Background: an optimization exercise with open tools, aiming at small area. Do not read the settings as production practice.
Only simulation tests tie the RTL to the original design; equivalence was not proved.
Power and IR drop assume default switching activity.

## the previous run
Design mipsCpuBus, start of the top module:
module mipsCpuBus
#(
    parameter logic [31:0] resetVector = 32'hBFC00000
) (
    input  logic        clk,
    input  logic        reset,
    output logic        active,
    output logic [31:0] registerV0,
    output logic [31:0] address,
    output logic        read,
    output logic        write,
    input  logic        waitrequest,
    output logic [31:0] writedata,
    output logic [3:0]  byteenable,
    input  logic [31:0] readdata
);
Size in the first run: about 1100 flip-flops, about 140 I/O pins, about 28000 um^2 of cells after synthesis.
clock: 10.0 ns
lec_check: 0
abc_area: 1
cap_margin: 20
core_margin: 2
core_utilization: 60
cts_buf_list: sky130_fd_sc_hd__clkbuf_8
cts_cluster_diameter: 50
cts_cluster_size: 20
slew_margin: 20
synth_hierarchical: 1
standard.sh (not shown) runs the stock make flow with config.mk's settings and CLKGATE_MAP_FILE= SYNTH_SCRIPT=/design/flow/synth_recipe.tcl, a recipe that flattens the netlist after the stock synthesis.
==> flow/flow/run.sh <==
#!/bin/bash
# The standard layout, with two changes: clock tree synthesis inserts no
# dummy loads, and the port buffers use the smallest buffer cell.
set -euo pipefail
export CTS_ARGS="-sink_clustering_enable -repair_clock_nets -sink_clustering_size 10 -sink_clustering_max_diameter 30 -buf_list sky130_fd_sc_hd__clkbuf_4 -dont_use_dummy_load"
export BUFFER_PORTS_ARGS="-buffer_cell sky130_fd_sc_hd__buf_1"
bash standard.sh > flow_standard.log 2>&1
Inputs modified between the previous run and the current run:
==> flow/flow/run.sh <==
#!/bin/bash
# The standard layout, with two changes: clock tree synthesis inserts no
# dummy loads, and the port buffers use the smallest buffer cell.
set -euo pipefail
export CTS_ARGS="-sink_clustering_enable -repair_clock_nets -sink_clustering_size 20 -sink_clustering_max_diameter 50 -buf_list sky130_fd_sc_hd__clkbuf_8 -dont_use_dummy_load"
export BUFFER_PORTS_ARGS="-buffer_cell sky130_fd_sc_hd__buf_1"
bash standard.sh > flow_standard.log 2>&1
-- flow/config.mk --
<<< the previous run, line 10
export CORE_MARGIN = 2
export CORE_UTILIZATION = 60
export CTS_BUF_LIST = sky130_fd_sc_hd__clkbuf_8
>>> the current run, line 10
export CORE_MARGIN = 2
export CORE_UTILIZATION = 50
export CTS_BUF_LIST = sky130_fd_sc_hd__clkbuf_8
Compared to the previous run, the current run has worst setup slack 0.040 ns higher. The current run vs. the previous run: fraction of met3 tracks used by global routing went down by 1.4 points. On share of layout cells above drive strength 1, the lower figure sits with the current run, not the previous run. Normalized max-slew margin delta for the current run relative to the previous run: 2.9 points lower. On the current run: fraction of area in registers is 0.36 points lower than what the previous run gave. ~same area used by multi-input combinational logic in the current run and the previous run. Routed wire in the current run totals more than in the previous run.


mipsCpuBus again, from the RTL that the note above started with.
==> flow/config.mk <==
export PLATFORM = sky130hd
export DESIGN_NAME = mipsCpuBus
export DESIGN_NICKNAME = mipsCpuBus
export VERILOG_FILES = /design/flow/design.v
export SDC_FILE = /design/flow/constraint.sdc
export NUM_CORES = 4
export LEC_CHECK = 0
export ABC_AREA = 1
export CAP_MARGIN = 20
export CORE_MARGIN = 2
export CORE_UTILIZATION = 60
export CTS_BUF_LIST = sky130_fd_sc_hd__clkbuf_8
export CTS_CLUSTER_DIAMETER = 50
export CTS_CLUSTER_SIZE = 20
export SLEW_MARGIN = 20
export SYNTH_HIERARCHICAL = 1
==> flow/constraint.sdc <==
create_clock -name core_clock -period 10.0 [get_ports {clk}]
set_input_delay 2.0000 -clock core_clock [delete_from_list [all_inputs] [get_ports {clk}]]
set_output_delay 2.0000 -clock core_clock [all_outputs]
set_load 0.01 [all_outputs]
==> flow/flow/run.sh <==
#!/bin/bash
# The standard layout, with two changes: clock tree synthesis inserts no
# dummy loads, and the port buffers use the smallest buffer cell.
set -euo pipefail
export CTS_ARGS="-sink_clustering_enable -repair_clock_nets -sink_clustering_size 24 -sink_clustering_max_diameter 30 -buf_list sky130_fd_sc_hd__clkbuf_8 -dont_use_dummy_load"
export BUFFER_PORTS_ARGS="-buffer_cell sky130_fd_sc_hd__buf_1"
bash standard.sh > flow_standard.log 2>&1
Edit:
==> flow/flow/run.sh (replaced) <==
#!/bin/bash
# The standard layout, with two changes: clock tree synthesis inserts no
# dummy loads, and the port buffers use the smallest buffer cell.
set -euo pipefail
export CTS_ARGS="-sink_clustering_enable -repair_clock_nets -sink_clustering_size 20 -sink_clustering_max_diameter 80 -buf_list sky130_fd_sc_hd__clkbuf_8 -dont_use_dummy_load"
export BUFFER_PORTS_ARGS="-buffer_cell sky130_fd_sc_hd__buf_1"
bash standard.sh > flow_standard.log 2>&1
- The changed run ran to the end with no violations
- clock skew fell by 0.032 ns
- design area fell by 3.1%
- routed wire length fell by 2.0%
- worst setup slack degrades by 0.11 ns
- synthesized cell count stays the same
- sequential power stays flat
- sequential share of layout area rose by 2.4 points
- global-route usage fell by 0.74 points
- via count fell by about 2.8%


job 8470:
Starting RTL as in the previous note.
clock: 10.0 ns
lec_check: 0
abc_area: 1
cap_margin: 20
core_margin: 2
core_utilization: 60
cts_buf_list: sky130_fd_sc_hd__clkbuf_8
cts_cluster_diameter: 50
cts_cluster_size: 20
gpl_routability_driven: 0
gpl_timing_driven: 0
slew_margin: 20
synth_hierarchical: 1
==> flow/flow/run.sh <==
#!/bin/bash
# The standard layout, with two changes: clock tree synthesis inserts no
# dummy loads, and the port buffers use the smallest buffer cell.
set -euo pipefail
export CTS_ARGS="-sink_clustering_enable -repair_clock_nets -sink_clustering_size 20 -sink_clustering_max_diameter 50 -buf_list sky130_fd_sc_hd__clkbuf_8 -dont_use_dummy_load"
export BUFFER_PORTS_ARGS="-buffer_cell sky130_fd_sc_hd__buf_1"
bash standard.sh > flow_standard.log 2>&1
[inputs] job 9588 vs job 8470
- GPL_TIMING_DRIVEN no longer set, was 0
- GPL_ROUTABILITY_DRIVEN no longer set, was 0
## What came out
Relative contribution of combinational cells to total power is higher on job 8470
Wire length of the first global-routing pass ended up 3300 um higher on job 9588 than on job 8470.
Job 9588 against job 8470: largest net degree at the start of global routing climbed 2.9%; met1 track utilization from global routing climbed 2.1 points.
Transition time at the pin with the least slew margin delta for job 9588 relative to job 8470: 0.17 ns higher
Job 9588 and job 8470 ended up with nearly the same overall power.
The part of the cycle the worst path needs of job 9588 exceeds that of job 8470 by 1.9 points.
The maximum clock frequency of job 9588 is lower than that of job 8470.
Comparing job 9588 against job 8470, there is no change at all in cell area after synthesis.

-- separate check: timing with driven ports --
Ports are ideal in the flow. The routed layouts listed here were re-timed in OpenROAD.
Step 1 (the two cells are an assumption about what drives the block):
set clk [get_ports {clk}]
set_driving_cell -lib_cell sky130_fd_sc_hd__clkbuf_16 $clk
set_driving_cell -lib_cell sky130_fd_sc_hd__buf_2 [delete_from_list [all_inputs] $clk]
Step 2 adds t to the input delays and takes it off the output delays; t is the mean of the earliest and latest rising clock arrival at the registers after step 1. Input paths then give back, and output paths get back, about the clock's delay inside the block.
Slacks: ideal ports / drivers / drivers and shift; pairs: ideal ports / drivers.
run	shift t [ns]	slack for setup (ns)	worst register clock-pin slew, ns	cell pins on the clock port's net
the previous run	0.947	3.485 / 3.485 / 3.485	0.10 / 0.10	1
the current run	0.687	3.525 / 3.525 / 3.525	0.11 / 0.11	1
the first run of note 2	0.788	3.535 / 3.535 / 3.535	0.10 / 0.10	1
the second run of note 2	0.692	3.424 / 3.424 / 3.424	0.12 / 0.12	1
job 8470	0.673	3.743 / 3.743 / 3.743	0.11 / 0.11	1
job 9588	0.681	3.554 / 3.554 / 3.554	0.12 / 0.12	1
After both steps setup and hold are still met in every run listed.
